Context: an optimization exercise on an open-source flow, tuned for a short achievable clock period and few clock cycles. The choices shown serve that exercise and are no tape-out recipe. In this exercise RTL edits were held to simulation tests only and were not proved equivalent to the original. Power figures rest on the tool's default switching activity, not on a simulated workload.

[design.v]
package cpu_pkg;
    localparam int XLEN  = 32;
    localparam int REG_W = 5;
    typedef logic [XLEN-1:0]  word_t;
    typedef logic [REG_W-1:0] reg_id_t;
    localparam word_t RESET_PC = '0;
    localparam logic [5:0] OP_RTYPE = 6'b000000;
    localparam logic [5:0] OP_ADDI  = 6'b001000;
    localparam logic [5:0] OP_LW    = 6'b100011;
    localparam logic [5:0] OP_SW    = 6'b101011;
    localparam logic [5:0] OP_BEQ   = 6'b000100;
    localparam logic [5:0] FUNC_ADD = 6'b100000;
    localparam logic [5:0] FUNC_SUB = 6'b100010;
    localparam logic [5:0] FUNC_AND = 6'b100100;
    localparam logic [5:0] FUNC_OR  = 6'b100101;
    localparam logic [5:0] FUNC_SLT = 6'b101010;
    typedef enum logic [2:0] {
        ALU_ADD,
        ALU_SUB,
        ALU_AND,
        ALU_OR,
        ALU_SLT
    } alu_op_t;
    typedef struct packed {
        logic regwrite;
        logic memread;
        logic memwrite;
        logic memtoreg;
        logic branch;
    } ctrl_t;
    typedef struct packed {
        word_t next_pc;
        word_t instr;
    } if_id_t;
    typedef struct packed {
        ctrl_t   ctrl;
        alu_op_t alu_op;
        logic    alusrc;
        logic    regdst;
        word_t   next_pc;
        word_t   rdata_a;
        word_t   rdata_b;
        word_t   imm;
        reg_id_t rs;
        reg_id_t rt;
        reg_id_t rd;
    } id_ex_t;
    typedef struct packed {
        ctrl_t   ctrl;
        word_t   result;
        logic    zero;
        word_t   store_data;
        word_t   target;
        reg_id_t wa;
    } ex_mem_t;
endpackage
`timescale 1ns/1ps
module pipe_reg #(
    parameter int W = 1
) (
    input  logic clk,
    input  logic rst,
    input  logic hold,
    input  logic flush,
    input  logic [W-1:0] d,
    output logic [W-1:0] q
);
    always_ff @(posedge clk)
    begin
        if (rst || flush)
        begin
            q <= '0;
        end
        else if (!hold)
        begin
            q <= d;
        end
    end
endmodule
`timescale 1ns/1ps
module fetch_stage (
    input  logic              clk,
    input  logic              rst,
    input  logic              stall,
    input  logic              taken,
    input  cpu_pkg::word_t    target,
    input  cpu_pkg::word_t    imem_rdata,
    output cpu_pkg::word_t    imem_addr,
    output cpu_pkg::if_id_t   if_id_d
);
    cpu_pkg::word_t pc;
    cpu_pkg::word_t pc_plus4;
    assign pc_plus4 = pc + cpu_pkg::word_t'(4);
    always_ff @(posedge clk)
    begin
        if (rst)
            pc <= cpu_pkg::RESET_PC;
        else if (taken)
            pc <= target;
        else if (!stall)
            pc <= pc_plus4;
    end
    assign imem_addr = pc;
    assign if_id_d.next_pc = pc_plus4;
    assign if_id_d.instr   = imem_rdata;
endmodule
`timescale 1ns/1ps
module decode_stage (
    input  logic              clk,
    input  logic              rst,
    input  cpu_pkg::if_id_t   if_id_q,
    input  cpu_pkg::id_ex_t   id_ex_q,
    input  logic              fwd_mem_regwrite,
    input  cpu_pkg::reg_id_t  fwd_mem_wa,
    input  cpu_pkg::word_t    fwd_mem_result,
    input  logic              fwd_wb_regwrite,
    input  cpu_pkg::reg_id_t  fwd_wb_wa,
    input  cpu_pkg::word_t    fwd_wb_data,
    output logic              stall,
    output cpu_pkg::id_ex_t   id_ex_d
);
    logic [5:0]       opcode;
    logic [5:0]       func;
    cpu_pkg::reg_id_t rs;
    cpu_pkg::reg_id_t rt;
    cpu_pkg::reg_id_t rd;
    cpu_pkg::word_t   imm_sext;
    cpu_pkg::ctrl_t   ctrl;
    cpu_pkg::alu_op_t alu_op;
    logic             alusrc;
    logic             regdst;
    cpu_pkg::word_t   regs [32];
    cpu_pkg::word_t   rdata_a;
    cpu_pkg::word_t   rdata_b;
    assign opcode   = if_id_q.instr[31:26];
    assign rs       = if_id_q.instr[25:21];
    assign rt       = if_id_q.instr[20:16];
    assign rd       = if_id_q.instr[15:11];
    assign func     = if_id_q.instr[5:0];
    assign imm_sext = {{16{if_id_q.instr[15]}}, if_id_q.instr[15:0]};
    always_comb
    begin
        ctrl   = '0;
        alu_op = cpu_pkg::ALU_ADD;
        alusrc = 1'b0;
        regdst = 1'b0;
        case (opcode)
            cpu_pkg::OP_RTYPE:
            begin
                regdst = 1'b1;
                ctrl.regwrite = 1'b1;
                case (func)
                    cpu_pkg::FUNC_ADD: alu_op = cpu_pkg::ALU_ADD;
                    cpu_pkg::FUNC_SUB: alu_op = cpu_pkg::ALU_SUB;
                    cpu_pkg::FUNC_AND: alu_op = cpu_pkg::ALU_AND;
                    cpu_pkg::FUNC_OR:  alu_op = cpu_pkg::ALU_OR;
                    cpu_pkg::FUNC_SLT: alu_op = cpu_pkg::ALU_SLT;
                    default:           ctrl.regwrite = 1'b0;
                endcase
            end
            cpu_pkg::OP_ADDI:
            begin
                alusrc = 1'b1;
                ctrl.regwrite = 1'b1;
            end
            cpu_pkg::OP_LW:
            begin
                alusrc = 1'b1;
                ctrl.regwrite = 1'b1;
                ctrl.memread  = 1'b1;
                ctrl.memtoreg = 1'b1;
            end
            cpu_pkg::OP_SW:
            begin
                alusrc = 1'b1;
                ctrl.memwrite = 1'b1;
            end
            cpu_pkg::OP_BEQ:
            begin
                alu_op = cpu_pkg::ALU_SUB;
                ctrl.branch = 1'b1;
            end
            default:
            begin
                ctrl = '0;
            end
        endcase
    end
    always_ff @(posedge clk)
    begin
        if (rst)
        begin
            for (int i = 0; i < 32; i++)
                regs[i] <= '0;
        end
        else if (fwd_wb_regwrite && fwd_wb_wa != '0)
        begin
            regs[fwd_wb_wa] <= fwd_wb_data;
        end
    end
    always_comb
    begin
        if (rs == '0)
            rdata_a = '0;
        else if (fwd_wb_regwrite && fwd_wb_wa == rs)
            rdata_a = fwd_wb_data;
        else
            rdata_a = regs[rs];
    end
    always_comb
    begin
        if (rt == '0)
            rdata_b = '0;
        else if (fwd_wb_regwrite && fwd_wb_wa == rt)
            rdata_b = fwd_wb_data;
        else
            rdata_b = regs[rt];
    end
    assign stall = id_ex_q.ctrl.memread && (id_ex_q.rt == rs || id_ex_q.rt == rt);
    always_comb
    begin
        id_ex_d.ctrl    = ctrl;
        id_ex_d.alu_op  = alu_op;
        id_ex_d.alusrc  = alusrc;
        id_ex_d.regdst  = regdst;
        id_ex_d.next_pc = if_id_q.next_pc;
        id_ex_d.rdata_a = rdata_a;
        id_ex_d.rdata_b = rdata_b;
        id_ex_d.imm     = imm_sext;
        id_ex_d.rs      = rs;
        id_ex_d.rt      = rt;
        id_ex_d.rd      = rd;
    end
endmodule
`timescale 1ns/1ps
module execute_stage (
    input  cpu_pkg::id_ex_t   id_ex_q,
    input  logic              fwd_mem_regwrite,
    input  cpu_pkg::reg_id_t  fwd_mem_wa,
    input  cpu_pkg::word_t    fwd_mem_result,
    input  logic              fwd_wb_regwrite,
    input  cpu_pkg::reg_id_t  fwd_wb_wa,
    input  cpu_pkg::word_t    fwd_wb_data,
    output cpu_pkg::ex_mem_t  ex_mem_d
);
    cpu_pkg::word_t   opa;
    cpu_pkg::word_t   fwd_b;
    cpu_pkg::word_t   opb;
    cpu_pkg::word_t   result;
    cpu_pkg::word_t   imm_sh2;
    cpu_pkg::reg_id_t dest;
    logic             slt;
    function automatic cpu_pkg::word_t fwd_sel(
        input cpu_pkg::reg_id_t src,
        input cpu_pkg::word_t   reg_val
    );
        if (fwd_mem_regwrite && fwd_mem_wa != '0 && fwd_mem_wa == src)
            fwd_sel = fwd_mem_result;
        else if (fwd_wb_regwrite && fwd_wb_wa != '0 && fwd_wb_wa == src)
            fwd_sel = fwd_wb_data;
        else
            fwd_sel = reg_val;
    endfunction
    always_comb
    begin
        opa   = fwd_sel(id_ex_q.rs, id_ex_q.rdata_a);
        fwd_b = fwd_sel(id_ex_q.rt, id_ex_q.rdata_b);
    end
    assign opb = id_ex_q.alusrc ? id_ex_q.imm : fwd_b;
    assign slt = $signed(opa) < $signed(opb);
    always_comb
    begin
        case (id_ex_q.alu_op)
            cpu_pkg::ALU_ADD: result = opa + opb;
            cpu_pkg::ALU_SUB: result = opa - opb;
            cpu_pkg::ALU_AND: result = opa & opb;
            cpu_pkg::ALU_OR:  result = opa | opb;
            cpu_pkg::ALU_SLT: result = {{(cpu_pkg::XLEN-1){1'b0}}, slt};
            default:          result = opa + opb;
        endcase
    end
    assign dest    = id_ex_q.regdst ? id_ex_q.rd : id_ex_q.rt;
    assign imm_sh2 = {id_ex_q.imm[cpu_pkg::XLEN-3:0], 2'b00};
    always_comb
    begin
        ex_mem_d.ctrl          = id_ex_q.ctrl;
        ex_mem_d.ctrl.regwrite = id_ex_q.ctrl.regwrite && dest != '0;
        ex_mem_d.result        = result;
        ex_mem_d.zero          = result == '0;
        ex_mem_d.store_data    = fwd_b;
        ex_mem_d.target        = id_ex_q.next_pc + imm_sh2;
        ex_mem_d.wa            = dest;
    end
endmodule
`timescale 1ns/1ps
module mem_wb_stage (
    input  logic              clk,
    input  logic              rst,
    input  cpu_pkg::ex_mem_t  ex_mem_q,
    input  cpu_pkg::word_t    dmem_rdata,
    output cpu_pkg::word_t    dmem_addr,
    output cpu_pkg::word_t    dmem_wdata,
    output logic              dmem_read,
    output logic              dmem_write,
    output logic              taken,
    output cpu_pkg::word_t    target,
    output logic              fwd_mem_regwrite,
    output cpu_pkg::reg_id_t  fwd_mem_wa,
    output cpu_pkg::word_t    fwd_mem_result,
    output logic              fwd_wb_regwrite,
    output cpu_pkg::reg_id_t  fwd_wb_wa,
    output cpu_pkg::word_t    fwd_wb_data,
    output cpu_pkg::reg_id_t  reg_wa,
    output cpu_pkg::word_t    reg_wdata,
    output logic              regwrite
);
    logic             wb_regwrite;
    logic             wb_memtoreg;
    cpu_pkg::word_t   wb_result;
    cpu_pkg::word_t   wb_load;
    cpu_pkg::reg_id_t wb_wa;
    cpu_pkg::word_t   wb_data;
    assign taken  = ex_mem_q.ctrl.branch && ex_mem_q.zero;
    assign target = ex_mem_q.target;
    assign dmem_addr  = ex_mem_q.result;
    assign dmem_wdata = ex_mem_q.store_data;
    assign dmem_read  = ex_mem_q.ctrl.memread;
    assign dmem_write = ex_mem_q.ctrl.memwrite;
    assign fwd_mem_regwrite = ex_mem_q.ctrl.regwrite;
    assign fwd_mem_wa       = ex_mem_q.wa;
    assign fwd_mem_result   = ex_mem_q.result;
    always_ff @(posedge clk)
    begin
        if (rst)
        begin
            wb_regwrite <= 1'b0;
            wb_memtoreg <= 1'b0;
        end
        else
        begin
            wb_regwrite <= ex_mem_q.ctrl.regwrite;
            wb_memtoreg <= ex_mem_q.ctrl.memtoreg;
        end
    end
    always_ff @(posedge clk)
    begin
        wb_result <= ex_mem_q.result;
        wb_load   <= dmem_rdata;
        wb_wa     <= ex_mem_q.wa;
    end
    assign wb_data = wb_memtoreg ? wb_load : wb_result;
    assign fwd_wb_regwrite = wb_regwrite;
    assign fwd_wb_wa       = wb_wa;
    assign fwd_wb_data     = wb_data;
    assign reg_wa    = wb_wa;
    assign reg_wdata = wb_data;
    assign regwrite  = wb_regwrite;
endmodule
`timescale 1ns/1ps
module pipe_cpu (
    input  logic              clk,
    input  logic              rst,
    output cpu_pkg::word_t    imem_addr,
    input  cpu_pkg::word_t    imem_rdata,
    output cpu_pkg::word_t    dmem_addr,
    output cpu_pkg::word_t    dmem_wdata,
    output logic              dmem_read,
    output logic              dmem_write,
    input  cpu_pkg::word_t    dmem_rdata,
    output cpu_pkg::reg_id_t  reg_wa,
    output cpu_pkg::word_t    reg_wdata,
    output logic              regwrite
);
    logic              stall;
    logic              taken;
    cpu_pkg::word_t    target;
    cpu_pkg::if_id_t   if_id_d;
    cpu_pkg::if_id_t   if_id_q;
    cpu_pkg::id_ex_t   id_ex_d;
    cpu_pkg::id_ex_t   id_ex_q;
    cpu_pkg::ex_mem_t  ex_mem_d;
    cpu_pkg::ex_mem_t  ex_mem_q;
    logic              fwd_mem_regwrite;
    cpu_pkg::reg_id_t  fwd_mem_wa;
    cpu_pkg::word_t    fwd_mem_result;
    logic              fwd_wb_regwrite;
    cpu_pkg::reg_id_t  fwd_wb_wa;
    cpu_pkg::word_t    fwd_wb_data;
    fetch_stage u_fetch (
        .clk        (clk),
        .rst        (rst),
        .stall      (stall),
        .taken      (taken),
        .target     (target),
        .imem_rdata (imem_rdata),
        .imem_addr  (imem_addr),
        .if_id_d    (if_id_d)
    );
    pipe_reg #(.W($bits(if_id_d))) u_if_id (
        .clk   (clk),
        .rst   (rst),
        .hold  (stall),
        .flush (taken),
        .d     (if_id_d),
        .q     (if_id_q)
    );
    decode_stage u_decode (
        .clk     (clk),
        .rst     (rst),
        .if_id_q (if_id_q),
        .id_ex_q (id_ex_q),
        .fwd_mem_regwrite (fwd_mem_regwrite),
        .fwd_mem_wa       (fwd_mem_wa),
        .fwd_mem_result   (fwd_mem_result),
        .fwd_wb_regwrite  (fwd_wb_regwrite),
        .fwd_wb_wa        (fwd_wb_wa),
        .fwd_wb_data      (fwd_wb_data),
        .stall   (stall),
        .id_ex_d (id_ex_d)
    );
    pipe_reg #(.W($bits(id_ex_d))) u_id_ex (
        .clk   (clk),
        .rst   (rst),
        .hold  (1'b0),
        .flush (stall || taken),
        .d     (id_ex_d),
        .q     (id_ex_q)
    );
    execute_stage u_execute (
        .id_ex_q  (id_ex_q),
        .fwd_mem_regwrite (fwd_mem_regwrite),
        .fwd_mem_wa       (fwd_mem_wa),
        .fwd_mem_result   (fwd_mem_result),
        .fwd_wb_regwrite  (fwd_wb_regwrite),
        .fwd_wb_wa        (fwd_wb_wa),
        .fwd_wb_data      (fwd_wb_data),
        .ex_mem_d (ex_mem_d)
    );
    pipe_reg #(.W($bits(ex_mem_d))) u_ex_mem (
        .clk   (clk),
        .rst   (rst),
        .hold  (1'b0),
        .flush (taken),
        .d     (ex_mem_d),
        .q     (ex_mem_q)
    );
    mem_wb_stage u_mem_wb (
        .clk        (clk),
        .rst        (rst),
        .ex_mem_q   (ex_mem_q),
        .dmem_rdata (dmem_rdata),
        .dmem_addr  (dmem_addr),
        .dmem_wdata (dmem_wdata),
        .dmem_read  (dmem_read),
        .dmem_write (dmem_write),
        .taken      (taken),
        .target     (target),
        .fwd_mem_regwrite (fwd_mem_regwrite),
        .fwd_mem_wa       (fwd_mem_wa),
        .fwd_mem_result   (fwd_mem_result),
        .fwd_wb_regwrite  (fwd_wb_regwrite),
        .fwd_wb_wa        (fwd_wb_wa),
        .fwd_wb_data      (fwd_wb_data),
        .reg_wa     (reg_wa),
        .reg_wdata  (reg_wdata),
        .regwrite   (regwrite)
    );
endmodule
[run.sh]
#!/bin/bash
# synth_recipe.tcl (not shown) runs the flow's synth.tcl, then flattens the netlist and writes it again
# the make line also repeats each setting of config.mk as NAME=value (left out here)
make -C /OpenROAD-flow-scripts/flow DESIGN_CONFIG=/design/flow/config.mk WORK_HOME=/design/flow/orfs CLKGATE_MAP_FILE= SYNTH_SCRIPT=/design/flow/synth_recipe.tcl finish
[config.mk]
export PLATFORM = sky130hd
export DESIGN_NAME = pipe_cpu
export DESIGN_NICKNAME = pipe_cpu
export VERILOG_FILES = /design/flow/design.v
export SDC_FILE = /design/flow/constraint.sdc
export NUM_CORES = 4
export LEC_CHECK = 0
export CAP_MARGIN = 20
export CORE_MARGIN = 2
export CORE_UTILIZATION = 40
export SLEW_MARGIN = 20
[constraint.sdc]
create_clock -name core_clock -period 8.0 [get_ports {clk}]
set_input_delay 1.6000 -clock core_clock [delete_from_list [all_inputs] [get_ports {clk}]]
set_output_delay 1.6000 -clock core_clock [all_outputs]
set_load 0.01 [all_outputs]
==> results.toml <==
[worst_setup_path]
worstPathMaxFanout = 29
critical_path_buf_inv_count = 1
start_kind = "flop"
slowest_delay_ns = 0.66
cp-end-kind = "flop"
rrSetupSlack_ns = 1.70
crit_family = "simple AND/OR/NAND/NOR gates"
cp_cell_sequence = "nor3_1 -> nand2_1 -> nand2_1 -> nor4_2 -> buf_4 -> o21ai_0 -> o21ai_0 -> mux2i_1 -> ha_1 -> nor4_1 -> a221oi_1 -> a21oi_1 -> a211oi_1 -> xnor2_1 -> a222oi_1 -> o311ai_0 -> nor4_1 -> nand4_1 -> nor3_1 -> and4_1"
reg2reg_from = "u_mem_wb.wb_wa[2]"
r2r-end = "u_ex_mem.q[69]"
required_ns = 8.77
worstSetupPathType = "flop to flop"
reg2regPathDepth = 20
crit_arrival_ns = 7.07
slowest_stage = "nor4_1"

[synthesis]
netlist.area_leader.share = 0.417
synth_area_leaders = "edfxtp_1 (42%), mux4_2 (15%), dfxtp_1 (11%)"
async_flop_share = 0
synth_area_um2 = 73700
syn_area_per_cell_um2 = 11.8
yosysUniqueCellTypes = 91
synth_area_leader_cell = "edfxtp_1"
ys_ff_latch = 1428
ys_warn_count = 7
synth-edff-count = 1024
ys.flop_type = "edfxtp_1"
synthCells = 6231
ys_seq_area_frac = 0.527

[clock_tree]
cts_max_level = 4
cts_setup_buffers = 0
root_buffer = "clkbuf_16"
postCtsHoldBufs = 0
cts_resized = 0
cts_tree = "built"
cts_sinks = 1428
cts_buffer_depth = 3
cts_made_buffers = 153
clkTransAtPathRegs_ns = 0.07
clk_latency_ns = 0.83

[floorplan]
chipHeight_um = 433
rows = 157
chipWidth_um = 433
die-area_um2 = 188000
floorplan.initialDensity = 0.402
top_level_ports = 202
core_area_um2 = 183000

[route]
drt_iter0_drc = 6961
vias = 53800
drtPass1Iterations = 8
drc_errors = 0
wl_um = 269000
routedWlPerCell_um = 30.7
drt.antenna.violating_nets = 0
via_per_inst = 6.14

[place]
gp_congestion = 0.907
dp_cells = 8490
hpwl_um = 172000
portBuffers = 201

[final_layout]
multiInputGateArea_um2 = 32400
drive_gt1_frac = 0.172
register_area_um2 = 38900
n_fill_cell = 16500
nets = 6379
fin_cells = 8765
area_growth_pct = 12.9

[grt]
antenna_found_initial = 9
gr-total-overflow = 0
grt_pass1_vias = 52700
grt_pass1_wl_um = 381000
grt_usage = 0.282
grt_max_degree = 103

[timing]
fin_crit_sh = 0.787
fmax_ghz = 0.159
setup_viol = 0
finalClockSkew_ns = 0.0574
tightest_slew_ns = 1.23
tns_ns = 0
min_period_ns = 6.30
slew_viol_final = 0
rsz0062_at_grt = "false"
relSlewSlack = 0.178
finalHoldViolCount = 0

[power_and_ir_drop]
ir_drop_mv = 0.182
p_leak_nw = 28.9
p_per_area_nw_per_um2 = 219

[min_path]
hold_path.class = "flop to flop"
holdPathEnd = "u_mem_wb.wb_wa[1]"
hold-path-cell-count = 0
hold_start = "u_ex_mem.q[1]"

[job]
maxCapViolCount = 0

[run_status]
outcome = "no timing/DRC/antenna violations"
[worst max path at each step]
stage                     endpoint  cells after the start  slack (ns)         startpoint
floorplan           u_ex_mem.q[69]                     21        2.83  u_mem_wb.wb_wa[4]
global placement    u_ex_mem.q[69]                     21        1.73  u_mem_wb.wb_wa[2]
detailed placement  u_ex_mem.q[69]                     21        1.71  u_mem_wb.wb_wa[2]
CTS                 u_ex_mem.q[69]                     21        1.70  u_mem_wb.wb_wa[2]
global route        u_ex_mem.q[69]                     21        1.24  u_mem_wb.wb_wa[2]
finish              u_ex_mem.q[69]                     20        1.70  u_mem_wb.wb_wa[2]
[area by class of cell]
type	count	area share
antenna	1	0.0000301
sequential	1428	0.467
multi-input combinational	4073	0.389
timing repair buffer	384	0.0418
tap	2464	0.0371
inverter	144	0.00650
clock inverter	67	0.00737
clock buffer	204	0.0505
[power breakdown]
| part | internal, mW | switching, mW | total [mW] |
|---|---|---|---|
| Sequential | 8.21 | 0.239 | 8.45 |
| Clock | 3.90 | 3.07 | 6.98 |
| Combinational | 0.989 | 1.80 | 2.79 |
| Total | 13.1 | 5.11 | 18.2 |
[metal layers]
| metal | global-route usage | up-vias | share of wire |
|---|---|---|---|
| met2 | 0.464 | 3260 | 0.48 |
| met3 | 0.0619 | 591 | 0.11 |
| met1 | 0.363 | 27300 | 0.37 |
| met4 | 0.112 | 6 | 0.044 |
| li1 | - | 22700 | - |
| met5 | 0 | - | 0.00015 |
[metrics by stage]
step	power, mW	area [um2]	setup slack (ns)	hold WS, ns	util
finish	18.2	83200	1.70	0.391	0.454
global route	18.7	83200	1.24	0.406	0.454
CTS	18.2	83200	1.70	0.401	0.454
detailed placement	11.3	78400	1.71	0.395	0.428
global placement	11.3	78400	1.73	0.398	0.428
floorplan	10.2	73800	2.83	0.365	-
[registers in the layout, indices dropped and copies added, names as in the netlist]
signal	count
u_decode.regs	1024
u_ex_mem.q	106
u_fetch.pc	32
u_id_ex.q	131
u_if_id.q	64
u_mem_wb.wb_load	32
u_mem_wb.wb_memtoreg	1
u_mem_wb.wb_regwrite	1
u_mem_wb.wb_result	32
u_mem_wb.wb_wa	5
[synthesized netlist by cell type (8+ instances only)]
| cell | instances |
|---|---|
| a311oi_1 | 9 |
| or2_2 | 9 |
| buf_2 | 47 |
| a21oi_1 | 193 |
| o221ai_1 | 28 |
| nor2b_1 | 18 |
| o211ai_1 | 49 |
| a221oi_1 | 35 |
| mux4_2 | 488 |
| a21o_1 | 24 |
| nand2_1 | 381 |
| xnor2_1 | 62 |
| ha_1 | 126 |
| o21a_1 | 18 |
| nor3_1 | 48 |
| and2_1 | 59 |
| mux2_2 | 58 |
| xor2_1 | 66 |
| and3_1 | 72 |
| buf_4 | 68 |
| clkbuf_1 | 449 |
| inv_1 | 144 |
| a221o_1 | 30 |
| or3_1 | 23 |
| nor2_1 | 1277 |
| nor4_1 | 20 |
| a31oi_1 | 18 |
| mux2i_1 | 241 |
| nand2b_1 | 73 |
| buf_1 | 52 |
| edfxtp_1 | 1024 |
| dfxtp_1 | 404 |
| o21ai_0 | 247 |
| o31ai_1 | 18 |
| a211oi_1 | 90 |
| o21bai_1 | 14 |
| a22oi_1 | 8 |
| nand4_1 | 16 |
| o22ai_1 | 65 |
| nand3_1 | 48 |
[cell families after synthesis]
| family | synth area share |
|---|---|
| simple gates | 0.119 |
| mux | 0.191 |
| buf+inv | 0.0431 |
| fa+ha+maj | 0.0223 |
| compound gates | 0.0820 |
| other cells | 0.0000509 |
| xor+xnor | 0.0152 |
| flops | 0.527 |
[layout by cell type (no fill, tap or decap), types with 32 or more instances in the layout]
cell,synthesis,routed
and3_1,72,72
nand3_1,48,48
edfxtp_1,1024,1024
mux2i_4,0,32
o21ai_0,247,247
nor2_1,1277,1277
buf_4,68,172
inv_1,144,144
clkdlybuf4s50_1,0,200
o22ai_1,65,65
mux2i_1,241,209
and2_1,59,58
clkbuf_1,449,37
clkbuf_16,0,157
mux2_2,58,58
a221oi_1,35,35
a21oi_1,193,192
nor3_1,48,48
nand2b_1,73,41
xnor2_1,62,61
a211oi_1,90,90
mux4_2,488,488
ha_1,126,126
o211ai_1,49,49
nand2_1,381,370
xor2_1,66,65
conb_1,1,32
dfxtp_1,404,392
[worst register-to-register path: cells and delay by family, from the launching register on]
kind                     cells  cell delay (ns)
AND/OR/NAND/NOR              9             2.81
AO/OA/AOI/OAI                7             1.89
flip-flops                   1             0.45
adder cells (fa/ha/maj)      1             0.43
multiplexers                 1             0.29
buffers and inverters        1             0.23
XOR/XNOR                     1             0.18
Testbench counts, summed over its fixed seeds: cycles 75,624.

[separate check: timing with driven ports]
How much do the figures lean on ideal ports? The routed layout below was timed once more, with nothing changed but the port constraints. Step 1, drivers: a clkbuf_16 drives clk and a buf_2 each remaining input, both assumed. Step 2 also shifts input and output timing later by t, the mid clock arrival at the registers, as if the neighbouring blocks saw the same clock. Three values: ideal, step 1, step 2; two values: the first two.
shift t [ns]: 0.884
slack for setup (ns): 1.704 / 1.704 / 1.704
worst setup path after step 2: register to register
latest minus earliest clock arrival (ns): 0.058 / 0.058
worst register clock-pin slew, ns: 0.07 / 0.07
After both steps setup and hold are still met in this run. The setup slack of this run moves by 0.000 ns with the drivers and by 0.000 ns with both steps.
